This design comes from an exercise in tuning for small area, a short achievable clock period and few clock cycles per item on the open sky130 flow, not from production work. In this exercise RTL edits were held to simulation tests only and were not proved equivalent to the original. No activity file was given, so power comes from the tool's default toggle rates.

### config.mk
export PLATFORM = sky130hd
export DESIGN_NAME = interval_range_table
export DESIGN_NICKNAME = interval_range_table
export VERILOG_FILES = /design/flow/design.v
export SDC_FILE = /design/flow/constraint.sdc
export NUM_CORES = 4
export LEC_CHECK = 0
export CAP_MARGIN = 20
export CORE_MARGIN = 2
export CORE_UTILIZATION = 40
export SLEW_MARGIN = 20
### constraint.sdc
create_clock -name core_clock -period 8.0 [get_ports {clk}]
set_input_delay 1.6000 -clock core_clock [delete_from_list [all_inputs] [get_ports {clk}]]
set_output_delay 1.6000 -clock core_clock [all_outputs]
set_load 0.01 [all_outputs]
### design.v
`timescale 1ns / 1ps
`default_nettype none
package irt_pkg;
  localparam int TableDepth = 64;
  localparam int KeyBits    = 32;
  localparam int ValueBits  = 8;
  localparam int CountBits  = $clog2(TableDepth + 1);
  localparam int PassBits   = $clog2(TableDepth);
  localparam int StatusBits = 2;
  typedef logic [KeyBits-1:0]   key_t;
  typedef logic [ValueBits-1:0] value_t;
  typedef logic [CountBits-1:0] count_t;
  typedef enum logic {
    CMD_ASSIGN = 1'b0,
    CMD_LOOKUP = 1'b1
  } cmd_t;
  typedef enum logic [StatusBits-1:0] {
    STATUS_DONE  = 2'd0,
    STATUS_EMPTY = 2'd1,
    STATUS_FULL  = 2'd2
  } status_t;
  typedef struct packed {
    logic   valid;
    key_t   key;
    value_t value;
  } entry_t;
  typedef struct packed {
    logic   shift;
    logic   clear;
    value_t seed_value;
  } ring_ctl_t;
endpackage
`default_nettype wire
`timescale 1ns / 1ps
`default_nettype none
module irt_cell (
  input  logic [31:0] a,
  input  logic [31:0] b,
  output logic        lt,
  output logic        gt
);
  logic [31:0] l0, g0;
  logic [15:0] l1, g1;
  logic [7:0]  l2, g2;
  logic [3:0]  l3, g3;
  logic [1:0]  l4, g4;
  always_comb begin
    l0 = ~a & b;
    g0 = a & ~b;
    for (int k = 0; k < 16; k++) begin
      l1[k] = l0[2*k+1] | (~g0[2*k+1] & l0[2*k]);
      g1[k] = g0[2*k+1] | (~l0[2*k+1] & g0[2*k]);
    end
    for (int k = 0; k < 8; k++) begin
      l2[k] = l1[2*k+1] | (~g1[2*k+1] & l1[2*k]);
      g2[k] = g1[2*k+1] | (~l1[2*k+1] & g1[2*k]);
    end
    for (int k = 0; k < 4; k++) begin
      l3[k] = l2[2*k+1] | (~g2[2*k+1] & l2[2*k]);
      g3[k] = g2[2*k+1] | (~l2[2*k+1] & g2[2*k]);
    end
    for (int k = 0; k < 2; k++) begin
      l4[k] = l3[2*k+1] | (~g3[2*k+1] & l3[2*k]);
      g4[k] = g3[2*k+1] | (~l3[2*k+1] & g3[2*k]);
    end
    lt = l4[1] | (~g4[1] & l4[0]);
    gt = g4[1] | (~l4[1] & g4[0]);
  end
endmodule
`default_nettype wire
`timescale 1ns / 1ps
`default_nettype none
module interval_range_table (
  input  logic                  clk,
  input  logic                  rst,
  input  logic                  cfg_valid,
  output logic                  cfg_ready,
  input  logic [irt_pkg::ValueBits-1:0]  cfg_initial_value,
  input  logic                  req_valid,
  output logic                  req_ready,
  input  logic                  req_command,
  input  logic [irt_pkg::KeyBits-1:0]    req_key_begin,
  input  logic [irt_pkg::KeyBits-1:0]    req_key_end,
  input  logic [irt_pkg::ValueBits-1:0]  req_new_value,
  input  logic [irt_pkg::KeyBits-1:0]    req_query_key,
  output logic                  rsp_valid,
  input  logic                  rsp_ready,
  output logic [irt_pkg::ValueBits-1:0]  rsp_found_value,
  output logic [irt_pkg::StatusBits-1:0] rsp_status,
  output logic [irt_pkg::CountBits-1:0]  rsp_entries_used
);
  localparam int N  = irt_pkg::TableDepth;
  localparam int KB = irt_pkg::KeyBits;
  localparam int VB = irt_pkg::ValueBits;
  localparam int CB = irt_pkg::CountBits;
  localparam int QB = 3 + 2 * KB + VB;    
  function automatic logic [N-1:0] incl_up(input logic [N-1:0] x);
    logic [N-1:0] y;
    y = x;
    for (int s = 1; s < N; s = s * 2) y = y | (y << s);
    incl_up = y;
  endfunction
  function automatic logic [N-1:0] incl_dn(input logic [N-1:0] x);
    logic [N-1:0] y;
    y = x;
    for (int s = 1; s < N; s = s * 2) y = y | (y >> s);
    incl_dn = y;
  endfunction
  function automatic logic [1:0] any_two(input logic [N-1:0] x);
    logic [N-1:0] a;
    logic [N-1:0] t;
    a = x;
    t = '0;
    for (int w = N / 2; w >= 1; w = w / 2) begin
      for (int k = 0; k < w; k++) begin
        t[k] = t[2*k] | t[2*k+1] | (a[2*k] & a[2*k+1]);
        a[k] = a[2*k] | a[2*k+1];
      end
    end
    any_two = {t[0], a[0]};
  endfunction
  function automatic int tzc(input int i);
    int k;
    k = 0;
    for (int j = 1; j < 6; j++) begin
      if (i % (1 << j) == 0) k = j;
    end
    tzc = (i == 0) ? 6 : k;
  endfunction
  function automatic logic [N-1:0] aligned(input logic [N-1:0] x);
    logic [6:0]   lvl;
    logic [6:0]   top;
    logic [N-1:0] y;
    lvl = '0;
    for (int i = 0; i < N; i++) begin
      for (int k = 0; k < 7; k++) begin
        if (tzc(i) == k) lvl[k] = lvl[k] | x[i];
      end
    end
    for (int k = 0; k < 7; k++) begin
      top[k] = lvl[k];
      for (int j = k + 1; j < 7; j++) top[k] = top[k] & !lvl[j];
    end
    for (int i = 0; i < N; i++) begin
      y[i] = x[i] & top[tzc(i)];
    end
    aligned = y;
  endfunction
  function automatic logic [CB-1:0] popcount(input logic [N-1:0] x);
    logic [CB-1:0] c;
    c = '0;
    for (int i = 0; i < N; i++) c = c + CB'(x[i]);
    popcount = c;
  endfunction
  logic          s_v;
  logic [QB-1:0] s_q;
  logic          a_v;
  logic [QB-1:0] a_q;
  logic          b_v;
  logic [QB-1:0] b_q;
  logic [QB-1:0] in_q;
  logic          a_lookup, a_empty, a_tail;
  logic [KB-1:0] a_b, a_x;
  logic [VB-1:0] a_nv;
  logic          r_lookup, r_empty, r_tail;
  logic [KB-1:0] r_b, r_x;
  logic [VB-1:0] r_nv;
  assign in_q = {req_command,
                 !req_command && !(req_key_begin < req_key_end),
                 req_key_end != '1,
                 req_key_begin,
                 req_command ? req_query_key : req_key_end,
                 req_new_value};
  assign {a_lookup, a_empty, a_tail, a_b, a_x, a_nv} = a_q;
  assign {r_lookup, r_empty, r_tail, r_b, r_x, r_nv} = b_q;
  logic [N-1:0]  v;
  logic [KB-1:0] key [N];
  logic [VB-1:0] val [N];
  logic [N-1:0]  tb;
  logic [N-1:0]  tx;
  logic          y_v;
  logic [VB-1:0] y_value;
  logic [1:0]    y_status;
  logic          out_valid;
  logic [VB-1:0] out_value;
  logic [1:0]    out_status;
  logic [CB-1:0] out_count;
  logic out_free;
  logic y_move;
  logic y_free;
  logic exec;
  logic consume;
  logic a_move;
  logic a_free;
  logic cfg_write;
  assign out_free  = !out_valid || rsp_ready;
  assign y_move    = y_v && out_free;
  assign y_free    = !y_v || y_move;
  assign exec      = b_v && y_free && !rst;
  assign a_move    = a_v && (!b_v || consume);
  assign a_free    = !a_v || a_move;
  assign req_ready = !s_v;
  assign cfg_ready = 1'b1;
  assign cfg_write = cfg_valid;
  assign rsp_valid        = out_valid;
  assign rsp_found_value  = out_value;
  assign rsp_status       = out_status;
  assign rsp_entries_used = out_count;
  logic [N-1:0] a_tb;
  logic [N-1:0] a_tx;
  logic         bb_lt, ee_lt, bb_le, ee_le;    
  localparam int BW = 8;
  localparam int NB = N / BW;
  logic [NB:0]   hb, hx;           
  logic [NB-1:0] jb, jx;           
  logic [KB-1:0] kb_blk [BW];
  logic [KB-1:0] kx_blk [BW];
  logic [BW-1:0] lb, lx;           
  assign hb[0]  = (a_b != '0);
  assign hx[0]  = 1'b1;
  assign hb[NB] = 1'b0;
  assign hx[NB] = 1'b0;
  for (genvar j = 1; j < NB; j++) begin : g_head
    logic lt_b, gt_b, lt_x, gt_x;
    irt_cell u_cmp_b (.a(key[BW*j]), .b(a_b), .lt(lt_b), .gt(gt_b));
    irt_cell u_cmp_x (.a(key[BW*j]), .b(a_x), .lt(lt_x), .gt(gt_x));
    assign hb[j] = lt_b;
    assign hx[j] = !gt_x;
  end
  assign jb = hb[NB-1:0] & ~hb[NB:1];
  assign jx = hx[NB-1:0] & ~hx[NB:1];
  always_comb begin
    for (int m = 0; m < BW; m++) begin
      kb_blk[m] = '0;
      kx_blk[m] = '0;
      for (int j = 0; j < NB; j++) begin
        kb_blk[m] = kb_blk[m] | ({KB{jb[j]}} & key[BW*j+m]);
        kx_blk[m] = kx_blk[m] | ({KB{jx[j]}} & key[BW*j+m]);
      end
    end
  end
  assign lb[0] = 1'b1;
  assign lx[0] = 1'b1;
  for (genvar m = 1; m < BW; m++) begin : g_blk
    logic lt_b, gt_b, lt_x, gt_x;
    irt_cell u_cmp_b (.a(kb_blk[m]), .b(a_b), .lt(lt_b), .gt(gt_b));
    irt_cell u_cmp_x (.a(kx_blk[m]), .b(a_x), .lt(lt_x), .gt(gt_x));
    assign lb[m] = lt_b;
    assign lx[m] = !gt_x;
  end
  for (genvar i = 0; i < N; i++) begin : g_cmp
    assign a_tb[i] = hb[i/BW+1] || (jb[i/BW] && lb[i%BW]);
    assign a_tx[i] = hx[i/BW+1] || (jx[i/BW] && lx[i%BW]);
  end
  assign bb_lt = (r_b <  a_b);
  assign ee_lt = (r_x <  a_b);
  assign bb_le = (r_b <= a_x);
  assign ee_le = (r_x <= a_x);
  logic [N-1:0] lt;       
  logic [N-1:0] le;       
  logic [N-1:0] gt;       
  logic [N-1:0] in_rng;
  assign lt     = v & tb;
  assign le     = v & tx;
  assign gt     = v & ~tx;
  assign in_rng = le & ~lt;
  logic [N-1:0] le_above;
  logic [N-1:0] hit;
  logic [VB-1:0] found;
  assign le_above = tx >> 1;
  assign hit      = tx & ~le_above;
  always_comb begin
    found = '0;
    for (int i = 0; i < N; i++) found = found | ({VB{hit[i]}} & val[i]);
  end
  logic [N-1:0] at_p;      
  logic [N-1:0] at_s;      
  logic [N-1:0] rgn;       
  logic [N-1:0] p_slot;
  logic [N-1:0] s_slot;
  logic [N-1:0] hole_up;   
  logic [N-1:0] hole_dn;   
  logic [N-1:0] sh_up;     
  logic [N-1:0] sh_dn;     
  logic [N-1:0] fill;      
  logic [N-1:0] fill_lo;
  logic [N-1:0] fill_hi;
  logic [1:0]   rgn_n;
  logic [1:0]   free_n;
  logic         has_up;
  logic         has_dn;
  logic         full;
  logic         short1;
  logic         short2;
  logic         act;
  logic         do_up;
  logic         do_dn;
  logic         stall;
  logic         ins;
  assign at_p    = incl_dn(lt);
  assign at_s    = incl_up(gt);
  assign rgn     = ~at_p & ~at_s;
  assign p_slot  = at_p & ~(at_p >> 1);
  assign s_slot  = at_s & ~(at_s << 1);
  assign hole_up = ~v & at_s;
  assign hole_dn = ~v & at_p;
  assign sh_up   = (at_s << 1) & ~(incl_up(hole_up) << 1);
  assign sh_dn   = (at_p >> 1) & ~(incl_dn(hole_dn) >> 1);
  assign has_up  = |hole_up;
  assign has_dn  = |hole_dn;
  assign rgn_n  = any_two(rgn);
  assign free_n = any_two(~v | in_rng);
  assign full   = !free_n[0] || (r_tail && !free_n[1]);
  assign short1 = r_tail ? (rgn_n[0] && !rgn_n[1]) : !rgn_n[0];
  assign short2 = r_tail && !rgn_n[0];
  assign act     = exec && !r_lookup && !r_empty && !full;
  assign do_up   = act && (short1 || short2) && has_up;
  assign do_dn   = act && ((short1 && !has_up) || short2) && has_dn;
  assign stall   = act && short2 && !(has_up && has_dn);
  assign ins     = act && !stall;
  assign consume = exec && !stall;
  logic         short_any;
  logic [N-1:0] cand;
  logic [N-1:0] pick;
  logic [N-1:0] e_up;      
  logic [N-1:0] b_set;     
  logic [N-1:0] e_set;     
  logic [N-1:0] b_dat;     
  logic [N-1:0] e_dat;     
  assign fill      = rgn | (do_dn ? p_slot : '0) | (do_up ? s_slot : '0);
  assign fill_lo   = fill & ~(fill << 1);
  assign fill_hi   = fill & ~(fill >> 1);
  assign short_any = short1 || short2;
  assign cand      = r_tail ? (rgn & (rgn << 1)) : rgn;
  assign pick      = aligned(cand);
  assign e_up      = r_tail ? (incl_up(pick) & rgn) : '0;
  assign b_set = short_any ? fill_lo : (r_tail ? (pick >> 1) : pick);
  assign e_set = r_tail ? (short_any ? fill_hi : pick) : '0;
  assign e_dat = short_any ? e_set : e_up;
  assign b_dat = fill & ~e_dat;
  always_ff @(posedge clk) begin
    if (rst) begin
      s_v       <= 1'b0;
      a_v       <= 1'b0;
      b_v       <= 1'b0;
      y_v       <= 1'b0;
      out_valid <= 1'b0;
    end else begin
      if (req_valid && req_ready) begin
        if (a_free) begin
          a_v <= 1'b1;
        end else begin
          s_v <= 1'b1;
        end
      end else if (s_v && a_free) begin
        a_v <= 1'b1;
        s_v <= 1'b0;
      end else if (a_move) begin
        a_v <= 1'b0;
      end
      if (a_move) begin
        b_v <= 1'b1;
      end else if (consume) begin
        b_v <= 1'b0;
      end
      if (consume) begin
        y_v <= 1'b1;
      end else if (y_move) begin
        y_v <= 1'b0;
      end
      if (y_move) begin
        out_valid <= 1'b1;
      end else if (rsp_ready) begin
        out_valid <= 1'b0;
      end
    end
  end
  always_ff @(posedge clk) begin
    if (!s_v) begin
      s_q <= in_q;
    end
    if (a_free) begin
      a_q <= s_v ? s_q : in_q;
    end
    if (a_move) begin
      b_q <= a_q;
    end
    if (consume) begin
      y_value  <= r_lookup ? found : '0;
      y_status <= r_lookup ? irt_pkg::STATUS_DONE
                : r_empty  ? irt_pkg::STATUS_EMPTY
                : full     ? irt_pkg::STATUS_FULL
                :            irt_pkg::STATUS_DONE;
    end
    if (y_move) begin
      out_value  <= y_value;
      out_status <= y_status;
      out_count  <= popcount(v);
    end
  end
  logic          clr_all;
  logic [KB-1:0] bus_key;
  logic [VB-1:0] bus_val;
  assign clr_all = rst || cfg_write;
  assign bus_key = clr_all ? '0 : r_b;
  assign bus_val = rst ? '0 : cfg_write ? cfg_initial_value : r_nv;
  for (genvar i = 0; i < N; i++) begin : g_slot
    logic wb, we, mv_up, mv_dn, clr;
    logic [KB-1:0] key_up, key_dn;
    logic [VB-1:0] val_up, val_dn;
    logic          a_tb_up, a_tb_dn, a_tx_up, a_tx_dn;
    logic          tb_up, tb_dn, tx_up, tx_dn;
    assign we    = ins && e_dat[i];
    assign wb    = ins && b_dat[i];
    assign mv_up = do_up && sh_up[i];
    assign mv_dn = do_dn && sh_dn[i];
    assign clr   = act && (in_rng[i] || (do_up && s_slot[i]) || (do_dn && p_slot[i]));
    if (i == 0) begin : g_first
      assign key_up  = '0;
      assign val_up  = '0;
      assign a_tb_up = 1'b0;
      assign a_tx_up = 1'b0;
      assign tb_up   = 1'b0;
      assign tx_up   = 1'b0;
    end else begin : g_up
      assign key_up  = key[i-1];
      assign val_up  = val[i-1];
      assign a_tb_up = a_tb[i-1];
      assign a_tx_up = a_tx[i-1];
      assign tb_up   = tb[i-1];
      assign tx_up   = tx[i-1];
    end
    if (i == N - 1) begin : g_last
      assign key_dn  = '0;
      assign val_dn  = '0;
      assign a_tb_dn = 1'b0;
      assign a_tx_dn = 1'b0;
      assign tb_dn   = 1'b0;
      assign tx_dn   = 1'b0;
    end else begin : g_dn
      assign key_dn  = key[i+1];
      assign val_dn  = val[i+1];
      assign a_tb_dn = a_tb[i+1];
      assign a_tx_dn = a_tx[i+1];
      assign tb_dn   = tb[i+1];
      assign tx_dn   = tx[i+1];
    end
    always_ff @(posedge clk) begin
      if (rst || cfg_write) begin
        v[i] <= (i == 0);
      end else if (ins && fill[i]) begin
        v[i] <= b_set[i] || e_set[i];
      end else if (mv_up || mv_dn) begin
        v[i] <= 1'b1;
      end else if (clr) begin
        v[i] <= 1'b0;
      end
    end
    always_ff @(posedge clk) begin
      if (a_move) begin
        if (wb) begin
          tb[i] <= bb_lt;
          tx[i] <= bb_le;
        end else if (we) begin
          tb[i] <= ee_lt;
          tx[i] <= ee_le;
        end else if (mv_up) begin
          tb[i] <= a_tb_up;
          tx[i] <= a_tx_up;
        end else if (mv_dn) begin
          tb[i] <= a_tb_dn;
          tx[i] <= a_tx_dn;
        end else begin
          tb[i] <= a_tb[i];
          tx[i] <= a_tx[i];
        end
      end else if (mv_up) begin
        tb[i] <= tb_up;
        tx[i] <= tx_up;
      end else if (mv_dn) begin
        tb[i] <= tb_dn;
        tx[i] <= tx_dn;
      end
    end
    logic sb, hold;
    assign sb   = wb || clr_all;
    assign hold = !(sb || we || mv_up || mv_dn);
    always_ff @(posedge clk) begin
      key[i] <= ({KB{sb}} & bus_key) | ({KB{we}} & r_x) | ({KB{mv_up}} & key_up)
              | ({KB{mv_dn}} & key_dn) | ({KB{hold}} & key[i]);
      val[i] <= ({VB{sb}} & bus_val) | ({VB{we}} & found) | ({VB{mv_up}} & val_up)
              | ({VB{mv_dn}} & val_dn) | ({VB{hold}} & val[i]);
    end
  end
endmodule
`default_nettype wire
### run.sh
#!/bin/bash
# synth_recipe.tcl (not shown) runs the flow's synth.tcl, then flattens the netlist and writes it again
# the make line also repeats each setting of config.mk as NAME=value (left out here)
make -C /OpenROAD-flow-scripts/flow DESIGN_CONFIG=/design/flow/config.mk WORK_HOME=/design/flow/orfs CLKGATE_MAP_FILE= SYNTH_SCRIPT=/design/flow/synth_recipe.tcl finish
==> out/qor.csv <==
stage;metric;value;unit
grt;GRT Overall Usage;97.7;%
floorplan;row count;263;
synthesis;area share of and/or/nand/nor cells after synthesis;20.1;%
cts;clock root cell;clkbuf_16;
synthesis;number of flops mapped to enable cells by yosys;305;
placement;placed instance area;259000;um^2
floorplan;Die W;720;um
floorplan;Initial Utilization;40.1;%
status;Run Error;[ERROR GRT-0116] Global routing finished with congestion. Check the congestion regions in the DRC Viewer.;
synthesis;Synth Area in Compound Gates;37.5;%
status;last stage reached;global routing (5_1_grt);
synthesis;Unique masters post-synth;129;
floorplan;top-level I/O count;138;
synthesis;asr flop ratio synth;0;%
cts;CTS Sinks;3009;
synthesis;Synth Area in XOR/XNOR;0.0171;%
synthesis;mean post-synth cell area;7.89;um^2
placement;routability cong.;1.41;
grt;pin count of the biggest net entering global routing;73;
grt;vias in the first global route;337442;
placement;Place WS;-2.16;ns
placement;I/O Buffers;136;
synthesis;Ys Warns;10;
synthesis;#FFs+latches synth;3009;
cts;maximum clock insertion buffer count;4;
cts;Num CTS Buffers;370;
floorplan;die span in y;720;um
synthesis;Mapped Nets;26356;
synthesis;synthesized cell area;205000;um^2
placement;dpl hpwl;1790;mm
synthesis;largest family of logic cells by synthesized area;compound AO/OA/AOI/OAI gates;
synthesis;Post-Synthesis Cells;26012;
cts;H-tree levels;5;
synthesis;adder-cell share of the synthesized area;3.53;%
synthesis;Synth Flop Type;dfxtp_1;
grt;first-pass GRT wire length;3570;mm
synthesis;post-synthesis mux area share;1.22;%
synthesis;register area share after synthesis;30.8;%
grt;grt ovf;11666;
status;status;aborted with a tool error;
==> synth_stat cells (276+ instances only) <==
cell type | instances | share of area, %
nand3_1 | 1328 | 3.2
clkbuf_1 | 2321 | 4.2
buf_2 | 484 | 1.2
o2111ai_1 | 341 | 1.5
edfxtp_1 | 305 | 4.5
a222oi_1 | 1730 | 8.4
and3_1 | 352 | 1.1
a22o_1 | 456 | 1.9
a21oi_1 | 780 | 1.9
o211ai_1 | 727 | 2.7
maj3_1 | 400 | 2.0
dfxtp_1 | 2704 | 26
a22oi_1 | 1514 | 5.5
nand4_1 | 294 | 0.90
nor3_1 | 276 | 0.67
o21ai_0 | 1377 | 3.4
nor2_1 | 859 | 1.6
nand2b_1 | 301 | 0.92
nor2b_1 | 288 | 0.88
nand2_1 | 4237 | 7.7
inv_1 | 434 | 0.79
a221oi_1 | 448 | 1.9
a221o_1 | 727 | 3.5
==> per-stage QoR <==
stage,std cells,total power [uW],util [%],hold slack (ns)
4_1_cts,35691,42100,53.5,0.411
3_3_place_gp,34931,23700,50.6,0.401
3_5_place_dp,34943,23700,50.6,0.408
2_1_floorplan,26012,19000,-,0.400
==> logic make-up after synthesis <==
family,after synthesis
AO/OA/AOI/OAI,9846
AND/OR/NAND/NOR,8784
buffers and inverters,3501
flip-flops,3009
adder cells (fa/ha/maj),626
multiplexers,241
XOR/XNOR,4
other,1
==> repair_timing <==
action | 4_1_cts
buffers inserted | 62
setup endpoints to repair | 321
pin swaps | 38
hold buffers | 0
gates resized for setup | 182
==> layer usage <==
metal	GRT overflow	global-route usage, %
met1	1653	96.7
met5	199	86.0
met4	2752	97.4
met2	5186	103
met3	1876	94.6
==> worst max-delay path by stage <==
stage	start	to	slack (ns)	depth (start not counted)
3_3_place_gp	key[40][0]	tx[12]	-2.52	30
3_5_place_dp	a_q[51]	tb[10]	-2.16	29
4_1_cts	a_q[43]	tb[16]	0.0005	32
2_1_floorplan	tb[61]	tb[62]	1.04	19
==> power by group through the flow <==
stage / Combinational, uW / Clock, uW / Sequential (uW)
floorplan: 2640 / 0 / 16300
global placement: 6930 / 0 / 16800
detailed placement: 6970 / 0 / 16800
CTS: 7050 / 18600 / 16400
Testbench counts, summed over its fixed seeds: cycles 3,232, ops 3,200.
